Context: an optimization exercise on an open-source flow, tuned for small area and a short achievable clock period. The choices shown serve that exercise and are no tape-out recipe. In this exercise RTL edits were held to simulation tests only and were not proved equivalent to the original.

==> flow/design.v (outline; a module is shown in full before it is edited, if it fits) <==
// module mesh_ctrl: 88 lines
// module weight_reg: 45 lines
// module pd_counter: 20 lines
// module phase_detector: 61 lines
// module loop_filter: 144 lines
// module mesh_node: 49 lines
// module nco: 60 lines
// module err_sum3: 179 lines
// module err_sum2: 140 lines
// module err_sum2o: 144 lines
// module p_mul11: 230 lines
// module i_mul11: 309 lines
// module p_mul10: 214 lines
// module i_mul10: 293 lines
// module adpll_mesh_top: 113 lines
module adpll_mesh_top
(
    input  wire                          clk258_x,
    input  wire                          rst_n_i,
    input  wire                          cfg_req_i,
    input  wire                          cfg_we_i,
    input  wire [4-1:0]  cfg_addr_i,
    input  wire [16-1:0]  cfg_wdata_i,
    output logic                         cfg_ack_o,
    output logic [16-1:0] cfg_rdata_o,
    input  wire                          ref_i,      
    output logic [3:0]                   gen_o,      
    output logic [3:0]                   div8_o
);
  // ...
==> flow/flow/run.sh <==
#!/bin/bash
# Standard layout, with timing repair aimed below the clock period: the repair
# steps (floorplan, CTS, global route) keep working on every path slower than
# the clock period less SETUP_SLACK_MARGIN. The constraints are unchanged.
set -euo pipefail
bash standard.sh SETUP_SLACK_MARGIN=9.0 finish > standard_flow.log 2>&1
==> flow/standard.sh <==
#!/bin/bash
# synth_recipe.tcl (not shown) runs the flow's synth.tcl, then flattens the netlist and writes it again
# the make line also repeats each setting of config.mk as NAME=value (left out here)
make -C /OpenROAD-flow-scripts/flow DESIGN_CONFIG=/design/flow/config.mk WORK_HOME=/design/flow/orfs CLKGATE_MAP_FILE= SYNTH_SCRIPT=/design/flow/synth_recipe.tcl "${@:-finish}"
==> flow/config.mk <==
export PLATFORM = sky130hd
export DESIGN_NAME = adpll_mesh_top
export DESIGN_NICKNAME = adpll_mesh_top
export VERILOG_FILES = /design/flow/design.v
export SDC_FILE = /design/flow/constraint.sdc
export NUM_CORES = 4
export LEC_CHECK = 0
export CAP_MARGIN = 20
export CORE_MARGIN = 2
export CORE_UTILIZATION = 40
export SLEW_MARGIN = 20
==> flow/constraint.sdc <==
create_clock -name core_clock -period 15.0 [get_ports {clk258_x}]
set_input_delay 3.0000 -clock core_clock [delete_from_list [all_inputs] [get_ports {clk258_x}]]
set_output_delay 3.0000 -clock core_clock [all_outputs]
set_load 0.01 [all_outputs]
==> run_results.csv, run 1 <==
group,metric,value,unit
worst_setup_path,critPathSlowestCell,"a222oi_1",
min_path,holdPathEnd,"u_node_12.u_filter.xh_b_q[12]",
worst_setup_path,startpoint_type,"flip-flop",
yosys,synth_top_family_by_area,"compound AO/OA/AOI/OAI gates",
die,num_io_pins,50,
min_path,whs_path_depth,0,
cells_and_area,final_common_cell,"inv_1",
worst_setup_path,critical_path_class,"reg2reg",
yosys,synth_seq_cells,672,
global_routing,track_usage,0.2631,
yosys,synth_top_area_cell,"dfrtp_1",
outcome,status,"timing/DRC/antenna clean",
timing,drv_slew,0,
cells_and_area,stdcell_area,74630,µm²
die,dieArea,162500,µm²
detailed_routing,m1WireLength,92.04,mm
worst_setup_path,required,15.69,ns
worst_setup_path,ff2ff_path_depth,23,
yosys,synth.most_common_cell,"inv_1",
place,gp_congestion,0.9395,
timing,worst_pin_slew,1.345,ns
detailed_routing,dr_wl_met3,19.25,mm
timing,fin_setup_tns,0,ns
timing,rsz0062_at_grt,"yes",
place,port_buffers,49,
timing,max_freq,156.2,MHz
detailed_routing,viasPerCell,5.932,
yosys,synth-main-ff-cell,"dfrtp_1",
cts,cts_buffers,86,
==> run 2, diff against run 1 <==
--- a/flow/flow/run.sh
+++ b/flow/flow/run.sh
@@ -5,2 +5,2 @@
 set -euo pipefail
-bash standard.sh SETUP_SLACK_MARGIN=9.0 finish > standard_flow.log 2>&1
+bash standard.sh SETUP_SLACK_MARGIN=8.5 finish > standard_flow.log 2>&1
--- a/flow/config.mk
+++ b/flow/config.mk
@@ -9,3 +9,3 @@
 export CORE_MARGIN = 2
-export CORE_UTILIZATION = 40
+export CORE_UTILIZATION = 50
 export SLEW_MARGIN = 20
==> run 2 against run 1 <==
  * Still clean on timing, DRC and antenna
  * Critical path depth fell by 2
  * Non-clock buffer count fell by 213
  * Via count fell by 3.0%
  * First-iteration DRC count fell by 3.9%
  * Synthesized cell count did not move
  * Clock skew fell by 0.040 ns
  * Register-to-register slack barely moved
  * Largest cell class unchanged
  * Highest routed layer unchanged
==> run_results.csv, run 2 <==
group,metric,value,unit
timing,worst_slack,8.609,ns
detailed_routing,drc,0,
cells_and_area,n_fill_cell,11720,
place,dp_hpwl,147.9,mm
yosys,synth.most_common_cell,"inv_1",
worst_setup_path,startpoint_type,"flip-flop",
worst_setup_path,path_common_cell,"fa_1",
yosys,synth_top_area_cell,"dfrtp_1",
worst_setup_path,max_stage_delay,0.59,ns
cells_and_area,area_growth_syn_to_layout,8.821,%
detailed_routing,first_iter_violations,6629,
yosys,synth_edf_count,0,
min_path,hp-class,"reg2reg",
global_routing,grt_max_degree,150,
yosys,yosys-top-cells-area,"dfrtp_1, fa_1, ha_1",
cts,cts_buffers,85,
die,coreArea,126100,µm²
yosys,yosys_warnings,14,
yosys,async_reset_ff_frac,0.6458,
timing,fin_setup_tns,0,ns
job,drv_cap,0,
yosys,ys_types,104,
timing,max_freq,156.5,MHz
cts,cts_hold_buf,0,
detailed_routing,viasPerCell,6.152,
global_routing,track_usage,0.3164,
cts,cts_buffer_depth,3,
timing,final-setup-viol-count,0,
die,num_io_pins,50,
yosys,synth-main-ff-cell,"dfrtp_1",
yosys,synth_top_area_share,0.1654,
worst_setup_path,crit_path_cell_trace,"inv_2 > a222oi_1 > fa_1 > fa_2 > fa_1 > inv_2 > ha_4 > inv_1 > o21ai_0 > a21oi_2 > o21ai_2 > a2111oi_4 > a311o_1 > buf_6 > a21oi_1 > a21oi_1 > o22ai_1 > fa_2 > fa_1 > fa_1 > inv_1",
outcome,status,"timing/DRC/antenna clean",
worst_setup_path,critPathTopFamily,"adder cells",
cts,clk_latency,0.74,ns
global_routing,grt_pass1_wl,323.8,mm
detailed_routing,num_vias,56990,
timing,worst_pin_slew,1.229,ns
die,row_count,130,
worst_setup_path,worst-path-buf-inv,5,
yosys,syn-mean-instance-area,8.176,µm²
cells_and_area,multi_input_area,43060,µm²
cts,clk_pin_slew,0.06,ns
yosys,netlist_area,63700,µm²
timing,fin_skew,0.04563,ns
die,dieHeight,360.9,µm
cells_and_area,final_nets,8414,
yosys,yosysSeqAreaShare,0.2456,
worst_setup_path,critPathSlowestCell,"a222oi_1",
worst_setup_path,worstPathArrival,7.00,ns
cts,clock-root-buffer,"clkbuf_16",
detailed_routing,wl_per_cell,22.48,µm
yosys,synth_seq_cells,672,
place,gp_congestion,0.9459,
global_routing,grt_overflow,0,
worst_setup_path,r2r_setup_slack,8.61,ns
timing,period_share,0.4261,
yosys,synth_cells,7791,
cells_and_area,final_core_util,0.5499,
worst_setup_path,end_kind,"flip-flop",
worst_setup_path,required,15.61,ns
timing,drv_slew,0,
die,fp.dieW,360.9,µm
worst_setup_path,crit_fanout,22,
cts,cts_max_level,3,
cells_and_area,layout_common_cells,"inv_1, a21oi_1, nand2_1",
place,post-place-ws,7.962,ns
timing,relSlewSlack,0.1779,
cts,cts_sinks,672,
cts,cts_tree,"built",
die,initial_utilization,0.5053,
worst_setup_path,critical_path_class,"reg2reg",
global_routing,grt_antenna_before_repair,7,
cells_and_area,drive_gt1_frac,0.08343,
timing,final_hold_viol_count,0,
yosys,synthesis.nets,8667,
global_routing,grt_pass1_vias,54530,
yosys,yosys-top-cells-count,"inv_1, a21oi_1, nand2_1",
timing,rsz0062_at_grt,"yes",
cells_and_area,final_common_cell,"inv_1",
detailed_routing,wl,208.2,mm
timing,final.min_clock_period,6.391,ns
detailed_routing,drt-pass1-iter-count,10,
place,port_buffers,49,
detailed_routing,ant_nets,0,
die,dieArea,130300,µm²
cells_and_area,final-seq-area,15710,µm²
-- run 2: cell count changes in the layout (fill, tap and decap cells not counted), moves of 70 or more --
cell / before / now
fa_1: 337 / 454
fa_2: 120 / 3
buf_4: 268 / 172
buf_6: 85 / 13
inv_1: 786 / 858
inv_2: 82 / 12
-- run 2: final cells by class --
| class | instances | area share |
|---|---|---|
| clock inverter | 44 | 0.009386 |
| tap | 1650 | 0.02978 |
| inverter | 875 | 0.04742 |
| sequential | 672 | 0.2267 |
| multi-input combinational | 5659 | 0.6212 |
| antenna | 2 | 0.00007220 |
| clock buffer | 116 | 0.03453 |
| timing repair buffer | 245 | 0.03088 |
-- run 2: logic make-up after synthesis --
logic type	share of synthesized area
multiplexers	0.02043
flip-flops	0.2456
XOR/XNOR	0.03836
buffers and inverters	0.08674
AND/OR/NAND/NOR	0.1279
adder cells (fa/ha/maj)	0.2346
AO/OA/AOI/OAI	0.2465
-- run 2: repair_timing --
action	in CTS	in global routing
buffers inserted	3	38
pin swaps	11	33
endpoints found under the setup margin	83	110
cloned	2	2
resized for setup	23	79
-- run 2: path summary, 6_finish.rpt --
kind	cells after the start	from	end
worst max-delay path	21	u_pd_12_left.err_o[3]	u_node_11.u_filter.xh_b_q[7]
worst min-delay path	0	u_ctrl.req_q	u_ctrl.cfg_ack_o
worst max register to register	21	u_pd_12_left.err_o[3]	u_node_11.u_filter.xh_b_q[7]
worst min register to register	0	u_ctrl.req_q	u_ctrl.cfg_ack_o
max in group asynchronous	3	rst_n_i	u_node_21.u_filter.integ_q[12]
min in group asynchronous	1	rst_n_i	u_node_12.u_nco.acc_q[7]
-- run 2: routing by layer --
layer  GRT usage  vias to the layer above  wire length (µm)
li1            -                    26470                 -
met1      0.4424                    27550             90550
met2      0.4879                     2534             90920
met3     0.05859                      433             18430
met4      0.1173                       10              8233
met5           0                        -                71
-- run 2: per-stage QoR --
| step | area [µm²] | instances | hold slack [ns] |
|---|---|---|---|
| 2_1_floorplan | 63700 | 7791 | 0.3624 |
| 3_3_place_gp | 65460 | 9055 | 0.3786 |
| 3_5_place_dp | 65490 | 9056 | 0.3830 |
| 4_1_cts | 68670 | 9221 | 0.3955 |
| 5_1_grt | 69310 | 9261 | 0.3999 |
| 6_report | 69320 | 9263 | 0.3923 |
==> run 3, diff against run 2 <==
--- a/flow/flow/run.sh
+++ b/flow/flow/run.sh
@@ -5,2 +5,2 @@
 set -euo pipefail
-bash standard.sh SETUP_SLACK_MARGIN=8.5 finish > standard_flow.log 2>&1
+bash standard.sh SETUP_SLACK_MARGIN=9.0 TNS_END_PERCENT=10 finish > standard_flow.log 2>&1
==> run 3 against run 2 <==
  * Still clean
  * First-iteration DRC count down 7.0%
  * Global-route usage increased by 0.24 points
  * Largest cell class unchanged
  * Highest routed layer unchanged
==> run_results.csv, run 3 <==
group,metric,value,unit
outcome,status,"timing/DRC/antenna clean",
worst_setup_path,required,15.59,ns
die,dieArea,130300,µm²
timing,relSlewSlack,0.2160,
worst_setup_path,worstPathArrival,6.80,ns
cells_and_area,multi_input_area,44020,µm²
detailed_routing,drc,0,
global_routing,grt_antenna_before_repair,3,
timing,final.min_clock_period,6.211,ns
timing,final_hold_viol_count,0,
yosys,async_reset_ff_frac,0.6458,
die,initial_utilization,0.5053,
cts,cts_hold_buf,0,
yosys,synth_top_area_cell,"dfrtp_1",
yosys,yosys-top-cells-count,"inv_1, a21oi_1, nand2_1",
worst_setup_path,critPathSlowestCell,"fa_2",
yosys,syn-mean-instance-area,8.176,µm²
job,drv_cap,0,
cells_and_area,final_common_cell,"inv_1",
global_routing,grt_pass1_wl,325.4,mm
timing,fin_setup_tns,0,ns
worst_setup_path,path_common_cell,"fa_1",
die,num_io_pins,50,
worst_setup_path,startpoint_type,"flip-flop",
timing,max_freq,161.0,MHz
detailed_routing,first_iter_violations,6166,
yosys,synth_edf_count,0,
die,dieHeight,360.9,µm
global_routing,grt_max_degree,169,
die,fp.dieW,360.9,µm
timing,rsz0062_at_grt,"yes",
cts,clk_latency,0.74,ns
timing,period_share,0.4141,
yosys,synth_cells,7791,
cells_and_area,area_growth_syn_to_layout,12.28,%
cts,cts_buffers,84,
timing,fin_skew,0.05034,ns
yosys,yosys_warnings,14,
worst_setup_path,end_kind,"flip-flop",
cells_and_area,final_core_util,0.5674,
yosys,synth-main-ff-cell,"dfrtp_1",
cts,cts_tree,"built",
yosys,synthesis.nets,8667,
timing,final-setup-viol-count,0,
cts,cts_buffer_depth,3,
place,dp_hpwl,148.3,mm
cells_and_area,final_nets,8530,
timing,drv_slew,0,
cts,clk_pin_slew,0.06,ns
yosys,yosysSeqAreaShare,0.2456,
detailed_routing,wl,213.9,mm
cts,cts_sinks,672,
yosys,yosys-top-cells-area,"dfrtp_1, fa_1, ha_1",
yosys,synth_top_area_share,0.1654,
detailed_routing,wl_per_cell,22.81,µm
worst_setup_path,crit_path_cell_trace,"a222oi_1 > fa_1 > fa_1 > fa_1 > inv_2 > ha_4 > inv_4 > o21ai_2 > a21oi_2 > o21ai_4 > a2111oi_4 > buf_4 > a311o_2 > a221oi_2 > o22ai_2 > fa_2 > fa_2 > inv_1 > fa_1",
cts,clock-root-buffer,"clkbuf_16",
detailed_routing,num_vias,57840,
detailed_routing,viasPerCell,6.168,
min_path,hp-class,"reg2reg",
cells_and_area,drive_gt1_frac,0.1170,
yosys,ys_types,104,
worst_setup_path,r2r_setup_slack,8.79,ns
yosys,synth_seq_cells,672,
global_routing,grt_overflow,0,
worst_setup_path,max_stage_delay,0.61,ns
detailed_routing,ant_nets,0,
worst_setup_path,critical_path_class,"reg2reg",
cells_and_area,layout_common_cells,"inv_1, a21oi_1, nand2_1",
die,row_count,130,
cells_and_area,final-seq-area,15730,µm²
timing,worst_pin_slew,1.174,ns
cells_and_area,n_fill_cell,11460,
timing,whs,0.3887,ns
detailed_routing,drt-pass1-iter-count,8,
place,port_buffers,49,
global_routing,grt_pass1_vias,54840,
place,gp_congestion,0.9684,
yosys,synth.most_common_cell,"inv_1",
cts,cts_max_level,3,
die,coreArea,126100,µm²
global_routing,track_usage,0.3188,
worst_setup_path,crit_fanout,10,
yosys,netlist_area,63700,µm²
==> run 3: logic make-up after synthesis <==
group,after synthesis,share of synthesized area
AO/OA/AOI/OAI,2460,0.2465
AND/OR/NAND/NOR,1863,0.1279
buffers and inverters,1462,0.08674
adder cells (fa/ha/maj),937,0.2346
flip-flops,672,0.2456
XOR/XNOR,279,0.03836
multiplexers,118,0.02043
==> run 3: through the flow <==
stage,instances,area [µm²],setup slack [ns]
detailed placement,9049,65530,7.815
floorplan,7791,63890,8.935
global route,9376,71520,8.634
global placement,9049,65510,7.866
finish,9378,71520,8.789
CTS,9297,69970,8.856
==> run 3: cell type report <==
type / count / area share
multi-input cells: 5660 / 0.6155
flip-flops and latches: 672 / 0.2200
repair buffers: 361 / 0.04727
inverters: 875 / 0.04610
clock buffers: 120 / 0.03411
well taps: 1650 / 0.02887
clock inverters: 38 / 0.008082
diodes: 2 / 0.00006998
==> run 3: path summary, 6_finish.rpt <==
check | startpoint | to | cells past startpoint
setup reg to reg | u_ctrl.u_w11.g_nib[3].g_dig.d_q[2] | u_node_11.u_filter.xh_b_q[6] | 19
hold / removal | u_node_22.u_filter.integ_q[18] | u_node_22.u_filter.xh_b_q[12] | 0
setup / recovery | u_ctrl.u_w11.g_nib[3].g_dig.d_q[2] | u_node_11.u_filter.xh_b_q[6] | 19
hold reg to reg | u_node_22.u_filter.integ_q[18] | u_node_22.u_filter.xh_b_q[12] | 0
min in group asynchronous | rst_n_i | u_node_12.u_nco.acc_q[0] | 1
max in group asynchronous | rst_n_i | u_node_21.u_filter.integ_q[16] | 3
==> run 3: per-layer routing <==
| metal | vias up | wire length, µm | GRT usage |
|---|---|---|---|
| met2 | 2591 | 94340 | 0.4976 |
| met1 | 28000 | 91590 | 0.4393 |
| met4 | 2 | 9702 | 0.1270 |
| li1 | 26700 | - | - |
| met3 | 548 | 18230 | 0.05602 |
| met5 | - | 13 | 0 |
==> run 3: what timing repair did <==
item,CTS,global route
setup endpoints to repair,166,145
cloned,8,10
pin swaps,83,96
resized for setup,158,173
setup buffers,82,67
==> run 3: worst max-delay path, delay by kind of cell, from the launching register on <==
kind            cells  cell delay [ns]
fa+ha+maj           7             3.23
compound gates      8             2.00
flops               1             0.47
buf+inv             4             0.35
==> run 4, diff against run 3 <==
--- a/flow/flow/run.sh
+++ b/flow/flow/run.sh
@@ -5,2 +5,2 @@
 set -euo pipefail
-bash standard.sh SETUP_SLACK_MARGIN=9.0 TNS_END_PERCENT=10 finish > standard_flow.log 2>&1
+bash standard.sh SETUP_SLACK_MARGIN=8.75 TNS_END_PERCENT=20 finish > standard_flow.log 2>&1
--- a/flow/config.mk
+++ b/flow/config.mk
@@ -9,3 +9,3 @@
 export CORE_MARGIN = 2
-export CORE_UTILIZATION = 50
+export CORE_UTILIZATION = 60
 export SLEW_MARGIN = 20
==> run 4 against run 3 <==
  * Largest cell class unchanged
  * Flip-flop and latch count stayed put
  * Non-clock buffer count is 23 lower
  * Still clean
  * Die area is 16% lower
==> run_results.csv, run 4 <==
group,metric,value,unit
yosys,synth_cells,7791,
timing,max_freq,156.6,MHz
worst_setup_path,max_stage_delay,0.80,ns
yosys,synth_seq_cells,672,
yosys,yosys-top-cells-area,"dfrtp_1, fa_1, ha_1",
global_routing,grt_pass1_vias,55080,
cts,clk_pin_slew,0.07,ns
detailed_routing,wl,208.0,mm
worst_setup_path,worstPathArrival,6.95,ns
yosys,syn-mean-instance-area,8.176,µm²
job,drv_cap,0,
worst_setup_path,startpoint_type,"flip-flop",
die,dieHeight,329.8,µm
place,postPlaceCellArea,65110,µm²
detailed_routing,drc,0,
worst_setup_path,critical_path_class,"reg2reg",
worst_setup_path,required,15.56,ns
cells_and_area,multi_input_area,43790,µm²
worst_setup_path,critPathSlowestCell,"a222oi_1",
place,gp_congestion,0.9627,
place,dp_hpwl,146.1,mm
worst_setup_path,crit_fanout,39,
yosys,synth.most_common_cell,"inv_1",
detailed_routing,wl_per_cell,22.89,µm
yosys,synth-main-ff-cell,"dfrtp_1",
cells_and_area,final-seq-area,15720,µm²
detailed_routing,drt-pass1-iter-count,9,
detailed_routing,dr.max_layer_used,"met5",
yosys,netlist_area,63700,µm²
timing,worst_slack,8.615,ns
cts,cts_sinks,672,
worst_setup_path,ff2ff_path_depth,20,
cts,cts_buffer_depth,3,
timing,fin_skew,0.03607,ns
cells_and_area,final_nets,8501,
global_routing,grt_pass1_wl,317.2,mm
die,num_io_pins,50,
yosys,synth_top_area_cell,"dfrtp_1",
min_path,hp-class,"reg2reg",
cts,clock-root-buffer,"clkbuf_16",
worst_setup_path,critPathTopFamily,"adder cells",
cells_and_area,fin_cells,9085,
detailed_routing,dr_wl_met3,20.20,mm
cells_and_area,area_growth_syn_to_layout,10.84,%
global_routing,grt_max_degree,156,
detailed_routing,num_vias,58350,
timing,final-setup-viol-count,0,
cts,cts_buffers,81,
detailed_routing,wl_met2,91.53,mm
detailed_routing,first_iter_violations,7060,
worst_setup_path,r2r-end,"u_node_21.u_filter.xh_b_q[6]",
timing,drv_slew,0,
worst_setup_path,end_kind,"flip-flop",
worst_setup_path,cp.depth,20,
cells_and_area,layout_common_cells,"inv_1, a21oi_1, nand2_1",
timing,final.min_clock_period,6.385,ns
yosys,yosys-top-cells-count,"inv_1, a21oi_1, nand2_1",
worst_setup_path,r2r_start,"u_pd_22_left.err_o[3]",
timing,final_hold_viol_count,0,
place,post-place-ws,8.041,ns
global_routing,grt_antenna_before_repair,9,
worst_setup_path,crit_path_cell_trace,"buf_6 > inv_4 > a222oi_1 > fa_1 > fa_1 > inv_1 > fa_2 > ha_4 > a21oi_4 > o21bai_1 > a21oi_2 > mux2i_2 > nor2_2 > buf_12 > maj3_1 > o22ai_2 > fa_1 > fa_1 > fa_1 > inv_1",
cells_and_area,final_common_cell,"inv_1",
yosys,synth_top_area_share,0.1654,
worst_setup_path,endpoint,"u_node_21.u_filter.xh_b_q[6]",
cells_and_area,stdcell_area,70610,µm²
worst_setup_path,cp-startpoint,"u_pd_22_left.err_o[3]",
die,coreArea,105300,µm²
global_routing,track_usage,0.3728,
yosys,synth_edf_count,0,
cts,clk_latency,0.69,ns
detailed_routing,ant_nets,0,
outcome,status,"timing/DRC/antenna clean",
cells_and_area,n_fill_cell,8728,
place,port_buffers,49,
timing,fin_setup_tns,0,ns
place,post-place-cells,8793,
die,fp.dieW,329.8,µm
yosys,synthesis.nets,8667,
worst_setup_path,path_common_cell,"fa_1",
global_routing,grt_overflow,0,
timing,relSlewSlack,0.1581,
cts,cts_max_level,3,
yosys,yosysSeqAreaShare,0.2456,
die,initial_utilization,0.6051,
timing,period_share,0.4257,
cells_and_area,drive_gt1_frac,0.1090,
timing,worst_pin_slew,1.258,ns
yosys,yosys_warnings,14,
cts,cts_tree,"built",
die,dieArea,108800,µm²
detailed_routing,m1WireLength,84.93,mm
worst_setup_path,r2r_setup_slack,8.62,ns
die,row_count,119,
yosys,async_reset_ff_frac,0.6458,
detailed_routing,viasPerCell,6.423,
timing,rsz0062_at_grt,"yes",
worst_setup_path,worst-path-buf-inv,5,
yosys,ys_types,104,
run 4: cell count changes in the layout (fill, tap and decap cells not counted), sizes merged:
cell      before  now
buf          303  279
clkbuf       128  116
clkinv        22   29
clkinvlp       9    4
bufinv         7   11
a311o          9    7
bufbuf         2    1
diode          2    3
inv          875  874
xnor2        188  187
run 4: how the worst min path moves through the flow:
stage | from | to | slack (ns) | depth (start not counted)
global route | u_node_22.u_filter.integ_q[18] | u_node_22.u_filter.xh_b_q[12] | 0.40 | 0
global placement | u_node_22.u_filter.integ_q[18] | u_node_22.u_filter.xh_b_q[12] | 0.38 | 0
detailed placement | u_node_22.u_filter.integ_q[18] | u_node_22.u_filter.xh_b_q[12] | 0.39 | 0
CTS | u_node_22.u_filter.integ_q[18] | u_node_22.u_filter.xh_b_q[12] | 0.40 | 0
finish | u_node_22.u_filter.integ_q[18] | u_node_22.u_filter.xh_b_q[12] | 0.40 | 0
floorplan | u_node_22.u_filter.integ_q[18] | u_node_22.u_filter.xh_b_q[12] | 0.36 | 0
run 4: per-stage QoR:
step	utilization	hold slack [ns]
floorplan	-	0.3624
global placement	0.6184	0.3782
detailed placement	0.6185	0.3855
CTS	0.6528	0.3960
global route	0.6707	0.3997
finish	0.6707	0.4017
run 4: routing by layer:
metal | track usage | vias to the layer above
li1 | - | 26630
met1 | 0.5089 | 28070
met2 | 0.5729 | 3012
met3 | 0.06876 | 625
met4 | 0.1798 | 10
met5 | 0 | -
run 4: timing repair:
item | CTS | global route
hold buffers | 0 | 0
buffers inserted | 37 | 85
gates resized for setup | 90 | 202
endpoints found under the setup margin | 134 | 131
pin swaps | 34 | 122
gates cloned | 2 | 15
run 4: cell type report:
| cell class | instances | share of cell area |
|---|---|---|
| inverters | 875 | 0.04669 |
| well taps | 1391 | 0.02465 |
| diodes | 3 | 0.0001063 |
| repair buffers | 338 | 0.04464 |
| clock inverters | 43 | 0.008240 |
| multi-input cells | 5657 | 0.6202 |
| clock buffers | 106 | 0.03284 |
| flip-flops and latches | 672 | 0.2226 |
run 4: kinds of logic (layout without fill, tap and decap cells):
| logic type | count (synthesis) | after routing | share of synthesized area |
|---|---|---|---|
| compound gates | 2460 | 2460 | 0.2465 |
| xor+xnor | 279 | 279 | 0.03836 |
| fa+ha+maj | 937 | 937 | 0.2346 |
| buf+inv | 1462 | 1362 | 0.08674 |
| flops | 672 | 672 | 0.2456 |
| mux | 118 | 118 | 0.02043 |
| other cells | 0 | 3 | 0 |
| simple gates | 1863 | 1863 | 0.1279 |
run 4: worst reg2reg max path, delay by kind of cell, from the launching register on:
family | cells | cell delay, ns
compound gates | 5 | 1.44
flops | 1 | 0.37
fa+ha+maj | 8 | 3.68
buf+inv | 5 | 0.42
simple gates | 1 | 0.08
mux | 1 | 0.28
==> run 5, diff against run 4 <==
--- a/flow/flow/run.sh
+++ b/flow/flow/run.sh
@@ -5,2 +5,2 @@
 set -euo pipefail
-bash standard.sh SETUP_SLACK_MARGIN=8.75 TNS_END_PERCENT=20 finish > standard_flow.log 2>&1
+bash standard.sh SETUP_SLACK_MARGIN=8.5 TNS_END_PERCENT=10 finish > standard_flow.log 2>&1
==> run 5 against run 4 <==
  * Non-clock buffer count down 102
  * Final cell count down 1.1%
  * Clock skew down 0.0089 ns
  * Core utilization down 1.7 points
  * Final area down 2.6%
  * Still clean on timing, DRC and antenna
  * Wire length down 2.1%
  * First-iteration DRC count down 8.9%
  * Area after synthesis unchanged
  * Sequential share of layout area up 0.58 points
==> run_results.csv, run 5 <==
group,metric,value,unit
outcome,status,"timing/DRC/antenna clean",
global_routing,grt_util_met1,0.4937,
place,port_buffers,49,
yosys,synth-simple-area-share,0.1279,
worst_setup_path,startpoint_type,"flip-flop",
global_routing,track_usage,0.3721,
yosys,synth-main-ff-cell,"dfrtp_1",
timing,final-setup-viol-count,0,
timing,fin_setup_tns,0,ns
detailed_routing,num_vias,57280,
cells_and_area,final_common_cell,"inv_1",
yosys,synth_top_area_cell,"dfrtp_1",
yosys,synth_compound_area_frac,0.2465,
job,drv_cap,0,
yosys,yosys_warnings,14,
cells_and_area,layout_common_cells,"inv_1, a21oi_1, nand2_1",
worst_setup_path,worstPathArrival,6.97,ns
timing,relSlewSlack,0.1496,
min_path,hp-class,"reg2reg",
place,dp_hpwl,145.3,mm
cts,cts_sinks,672,
cells_and_area,fin_cells,8988,
worst_setup_path,crit_fanout,36,
timing,max_freq,156.9,MHz
cts,clk_latency,0.70,ns
detailed_routing,first_iter_violations,6431,
place,post-place-cells,8793,
timing,fin_skew,0.02715,ns
cts,cts_max_level,3,
yosys,yosys-top-cells-count,"inv_1, a21oi_1, nand2_1",
cells_and_area,drive_gt1_frac,0.08072,
global_routing,globalRouteMet3Util,0.08479,
global_routing,grt_pass1_vias,55030,
yosys,synth.most_common_cell,"inv_1",
cells_and_area,n_fill_cell,9015,
yosys,synth_seq_cells,672,
yosys,synthesis.nets,8667,
global_routing,grt_overflow,0,
die,initial_utilization,0.6051,
cts,cts_buffers,82,
timing,final_hold_viol_count,0,
yosys,synth_cells,7791,
yosys,syn-mean-instance-area,8.176,µm²
die,row_count,119,
timing,rsz0062_at_grt,"yes",
place,postPlaceCellArea,65110,µm²
cells_and_area,final_nets,8400,
detailed_routing,wl,203.6,mm
die,dieHeight,329.8,µm
detailed_routing,viasPerCell,6.373,
yosys,async_reset_ff_frac,0.6458,
timing,worst_pin_slew,1.271,ns
timing,period_share,0.4249,
yosys,synth_top_area_share,0.1654,
place,post-place-ws,8.035,ns
global_routing,grt_max_degree,147,
cts,cts_buffer_depth,3,
detailed_routing,ant_nets,0,
cells_and_area,area_growth_syn_to_layout,7.989,%
cells_and_area,stdcell_area,68790,µm²
die,fp.dieW,329.8,µm
worst_setup_path,end_kind,"flip-flop",
yosys,muxShareOfSynthArea,0.02043,
global_routing,gr-max-usage-layer,"met2",
detailed_routing,drc,0,
yosys,synthXorXnorAreaFrac,0.03836,
detailed_routing,wl_per_cell,22.65,µm
cells_and_area,final_core_util,0.6535,
yosys,ys_types,104,
cts,cts_hold_buf,0,
cts,clock-root-buffer,"clkbuf_16",
worst_setup_path,critical_path_class,"reg2reg",
timing,final.min_clock_period,6.374,ns
yosys,netlist_area,63700,µm²
cts,clk_pin_slew,0.07,ns
global_routing,grt_antenna_before_repair,8,
detailed_routing,drt-pass1-iter-count,8,
global_routing,grt_pass1_wl,316.4,mm
yosys,synth_top_family_by_area,"compound AO/OA/AOI/OAI gates",
timing,drv_slew,0,
yosys,synth_edf_count,0,
timing,whs,0.3902,ns
place,gp_congestion,0.9911,
die,num_io_pins,50,
cts,cts_tree,"built",
timing,worst_slack,8.626,ns
yosys,synth_adder_area_share,0.2346,
die,coreArea,105300,µm²
worst_setup_path,required,15.59,ns
yosys,yosysSeqAreaShare,0.2456,
die,dieArea,108800,µm²
global_routing,grt_use_met2,0.5737,
yosys,yosys-top-cells-area,"dfrtp_1, fa_1, ha_1",
==> run 5: cell counts after synthesis <==
No cell type changed its count.
==> run 5: layout make-up <==
type	instances	area [µm²]	share of cell area
inverter	875	3287	0.04778
timing repair buffer	236	2057	0.02990
antenna	3	7.507	0.0001091
multi-input combinational	5657	42990	0.6250
sequential	672	15710	0.2284
tap	1391	1740	0.02530
clock inverter	42	590.6	0.008585
clock buffer	112	2401	0.03491
==> run 5: path summary, 6_finish.rpt <==
kind | start | to | slack, ns | cells after the start
setup reg to reg | u_pd_22_above.err_o[2] | u_node_22.u_filter.xh_b_q[6] | 8.63 | 20
setup / recovery | u_pd_22_above.err_o[2] | u_node_22.u_filter.xh_b_q[6] | 8.63 | 20
min in group asynchronous | rst_n_i | u_node_12.u_nco.acc_q[2] | 2.25 | 1
hold / removal | u_node_22.u_filter.integ_q[18] | u_node_22.u_filter.xh_b_q[12] | 0.39 | 0
max in group asynchronous | rst_n_i | u_node_21.u_nco.div8_q | 9.93 | 4
hold reg to reg | u_node_22.u_filter.integ_q[18] | u_node_22.u_filter.xh_b_q[12] | 0.39 | 0
==> run 5: timing repair <==
action | in CTS | in global routing
resized for setup | 15 | 77
endpoints found under the setup margin | 72 | 123
pin swaps | 7 | 29
gates cloned | 0 | 2
buffers inserted | 3 | 32
==> run 5: critical path, cell delays in order, from the launching register on <==
cell,delay [ns]
dfrtp_2,0.47
a222oi_1,0.66
fa_1,0.57
fa_1,0.46
fa_1,0.50
inv_1,0.07
ha_4,0.26
inv_1,0.09
o21bai_1,0.09
a21oi_2,0.18
o21bai_1,0.09
a21oi_2,0.20
mux2i_2,0.28
nor2_2,0.08
buf_8,0.18
maj3_1,0.39
o221ai_2,0.18
fa_1,0.47
fa_1,0.48
fa_1,0.51
inv_1,0.04
==> run 5: kinds of logic (layout without fill, tap and decap cells) <==
logic type | after synthesis | count (layout)
other | 0 | 3
AOI/OAI and AO/OA | 2460 | 2460
buffers and inverters | 1462 | 1265
xor gates and xnor gates | 279 | 279
DFF | 672 | 672
adders and majority gates | 937 | 937
muxes | 118 | 118
and+or+nand+nor | 1863 | 1863
==> run 5: routing by layer <==
metal	wire, µm	vias to the layer above
met1	83550	27550
li1	-	26440
met5	68	-
met4	10370	10
met3	19680	558
met2	89880	2724
==> run 6, diff against run 5 <==
--- a/flow/flow/run.sh
+++ b/flow/flow/run.sh
@@ -5,2 +5,2 @@
 set -euo pipefail
-bash standard.sh SETUP_SLACK_MARGIN=8.5 TNS_END_PERCENT=10 finish > standard_flow.log 2>&1
+bash standard.sh SETUP_SLACK_MARGIN=8.25 TNS_END_PERCENT=10 finish > standard_flow.log 2>&1
--- a/flow/config.mk
+++ b/flow/config.mk
@@ -9,3 +9,3 @@
 export CORE_MARGIN = 2
-export CORE_UTILIZATION = 60
+export CORE_UTILIZATION = 50
 export SLEW_MARGIN = 20
==> run 6 against run 5 <==
  * Still clean
  * Synthesized cell count stayed put
  * Flip-flop and latch count is the same
  * Final area about the same
  * Final cell count grew 2.6%
  * Global-route usage shrank 5.6 points
==> run_results.csv, run 6 <==
group,metric,value,unit
worst_setup_path,max_stage_delay,0.62,ns
yosys,yosys-top-cells-count,"inv_1, a21oi_1, nand2_1",
cells_and_area,final_core_util,0.5453,
die,coreArea,126100,µm²
worst_setup_path,worst-path-buf-inv,3,
detailed_routing,drt-pass1-iter-count,11,
yosys,netlist_area,63700,µm²
cts,cts_tree,"built",
worst_setup_path,critPathTopFamily,"adder cells",
timing,whs,0.3932,ns
cells_and_area,final_common_cell,"inv_1",
yosys,ys_types,104,
global_routing,globalRouteMet3Util,0.05839,
global_routing,grt_max_degree,150,
cts,clock-root-buffer,"clkbuf_16",
worst_setup_path,critPathSlowestCell,"a31oi_2",
die,initial_utilization,0.5053,
die,dieArea,130300,µm²
yosys,yosys-top-cells-area,"dfrtp_1, fa_1, ha_1",
yosys,syn-mean-instance-area,8.176,µm²
worst_setup_path,startpoint_type,"flip-flop",
cells_and_area,area_growth_syn_to_layout,7.906,%
detailed_routing,wl_per_cell,22.46,µm
yosys,synth-main-ff-cell,"dfrtp_1",
place,gp_congestion,0.9459,
place,postPlaceCellArea,65490,µm²
global_routing,grt_util_met1,0.4418,
timing,period_share,0.4391,
timing,final_hold_viol_count,0,
timing,rsz0062_at_grt,"yes",
cts,cts_hold_buf,0,
worst_setup_path,path_common_cell,"fa_1",
timing,worst_pin_slew,1.296,ns
timing,relSlewSlack,0.1330,
worst_setup_path,worstPathArrival,7.17,ns
detailed_routing,viasPerCell,6.141,
global_routing,grt_use_met2,0.4873,
cts,clk_latency,0.74,ns
yosys,synth.most_common_cell,"inv_1",
die,fp.dieW,360.9,µm
yosys,synthesis.nets,8667,
cts,cts_buffer_depth,3,
yosys,yosys_warnings,14,
cells_and_area,stdcell_area,68730,µm²
timing,fin_setup_tns,0,ns
detailed_routing,ant_nets,0,
global_routing,track_usage,0.3160,
job,drv_cap,0,
detailed_routing,drc,0,
yosys,synth_top_area_cell,"dfrtp_1",
yosys,synth_top_area_share,0.1654,
timing,final-setup-viol-count,0,
die,dieHeight,360.9,µm
worst_setup_path,required,15.58,ns
worst_setup_path,crit_path_cell_trace,"inv_2 > a222oi_1 > fa_1 > fa_1 > fa_1 > inv_1 > ha_1 > o21ai_0 > a21boi_1 > o21ai_0 > nand2_1 > a21o_1 > a21o_4 > a31oi_2 > mux2i_1 > a22oi_1 > fa_1 > fa_1 > inv_1 > fa_1",
timing,max_freq,151.8,MHz
yosys,synth_cells,7791,
worst_setup_path,end_kind,"flip-flop",
detailed_routing,first_iter_violations,6486,
min_path,hp-class,"reg2reg",
worst_setup_path,critical_path_class,"reg2reg",
yosys,synth_edf_count,0,
global_routing,grt_antenna_before_repair,6,
timing,final.min_clock_period,6.587,ns
yosys,yosysSeqAreaShare,0.2456,
cts,cts_buffers,85,
cts,clk_pin_slew,0.06,ns
yosys,async_reset_ff_frac,0.6458,
yosys,synth_seq_cells,672,
cells_and_area,drive_gt1_frac,0.07424,
outcome,status,"timing/DRC/antenna clean",
place,dp_hpwl,147.9,mm
place,port_buffers,49,
cells_and_area,layout_common_cells,"inv_1, a21oi_1, nand2_1",
global_routing,gr-max-usage-layer,"met2",
detailed_routing,wl,207.2,mm
global_routing,grt_pass1_wl,323.5,mm
die,num_io_pins,50,
global_routing,grt_overflow,0,
detailed_routing,num_vias,56640,
cts,cts_max_level,3,
cts,cts_sinks,672,
timing,fin_skew,0.04633,ns
worst_setup_path,crit_fanout,10,
cells_and_area,final_nets,8373,
global_routing,grt_pass1_vias,54500,
timing,drv_slew,0,
die,row_count,130,
run 6: layout make-up:
cell class	instances	area [µm²]
Antenna cell	3	7.507
Sequential cell	672	15700
Clock inverter	44	650.6
Multi-Input combinational cell	5659	42900
Timing Repair Buffer	204	1728
Clock buffer	116	2394
Inverter	875	3287
Tap cell	1650	2064
Fill cell	11770	57320
run 6: final timing paths:
kind	cells past startpoint	slack, ns	from	end
setup / recovery	20	8.41	u_pd_12_left.err_o[3]	u_node_11.u_filter.xh_b_q[3]
setup reg to reg	20	8.41	u_pd_12_left.err_o[3]	u_node_11.u_filter.xh_b_q[3]
min in group asynchronous	1	2.27	rst_n_i	u_node_12.u_nco.acc_q[7]
max in group asynchronous	3	10.94	rst_n_i	u_node_21.u_filter.integ_q[14]
hold reg to reg	0	0.39	u_ctrl.req_q	u_ctrl.cfg_ack_o
hold / removal	0	0.39	u_ctrl.req_q	u_ctrl.cfg_ack_o
run 6: per-stage QoR:
step / setup slack (ns) / std cells
global placement: 8.036 / 9055
floorplan: 8.547 / 7791
CTS: 8.173 / 9217
global route: 8.153 / 9220
finish: 8.413 / 9223
detailed placement: 7.962 / 9056
run 6: layer usage:
layer / share of wire / vias to the layer above
met3: 0.085 / 403
met2: 0.44 / 2379
met1: 0.44 / 27460
li1: - / 26390
met5: 0.00020 / -
met4: 0.040 / 6
run 6: logic make-up after synthesis:
kind of cell	Yosys count	synth area share
AO/OA/AOI/OAI	2460	0.2465
AND/OR/NAND/NOR	1863	0.1279
buffers and inverters	1462	0.08674
adder cells (fa/ha/maj)	937	0.2346
flip-flops	672	0.2456
XOR/XNOR	279	0.03836
multiplexers	118	0.02043
run 6: worst register-to-register path: cells and delay by family, from the launching register on:
| family | cells | cell delay [ns] |
|---|---|---|
| AOI/OAI and AO/OA | 8 | 2.33 |
| muxes | 1 | 0.16 |
| and+or+nand+nor | 1 | 0.14 |
| DFF | 1 | 0.43 |
| buffers and inverters | 3 | 0.18 |
| adders and majority gates | 7 | 3.20 |
run 6: repair_timing:
| action | in CTS | in global routing |
|---|---|---|
| setup buffers | 0 | 2 |
| cloned | 1 | 1 |
| pin swaps | 3 | 18 |
| resized for setup | 6 | 37 |
| setup endpoints to repair | 37 | 87 |

re-timing with driven ports:
The flow's constraints put no driver on any port. The routed layouts listed below were extracted and timed again, unchanged, in two steps.
Step 1: set_driving_cell puts a clkbuf_16 on clk258_x and a buf_2 on each other input, an assumption about the parent block.
Step 2 adds t to the input delays and takes it off the output delays; t is the mean of the earliest and latest rising clock arrival at the registers after step 1. Input paths then give back, and output paths get back, about the clock's delay inside the block.
Slacks: ideal ports / drivers / drivers and shift; pairs: ideal ports / drivers.
run | t, ns | setup slack, ns | worst setup path at the end | clock arrival spread, ns | worst slew at a driven data input, ns
run 1 | 0.823 | 8.599 / 8.599 / 8.599 | register to register | 0.090 / 0.090 | 0.05
run 2 | 0.787 | 8.609 / 8.609 / 8.312 | input to register | 0.046 / 0.046 | 0.05
run 3 | 0.800 | 8.789 / 8.789 / 8.512 | input to register | 0.051 / 0.051 | 0.05
run 4 | 0.752 | 8.615 / 8.615 / 8.265 | input to register | 0.037 / 0.036 | 0.09
run 5 | 0.760 | 8.626 / 8.626 / 8.626 | register to register | 0.029 / 0.029 | 0.19
run 6 | 0.786 | 8.413 / 8.413 / 8.282 | input to register | 0.046 / 0.047 | 0.05
After both steps every run listed still meets setup and hold. The setup slack of run 4, which loses most, moves by 0.000 ns with the drivers and by -0.350 ns with both steps.
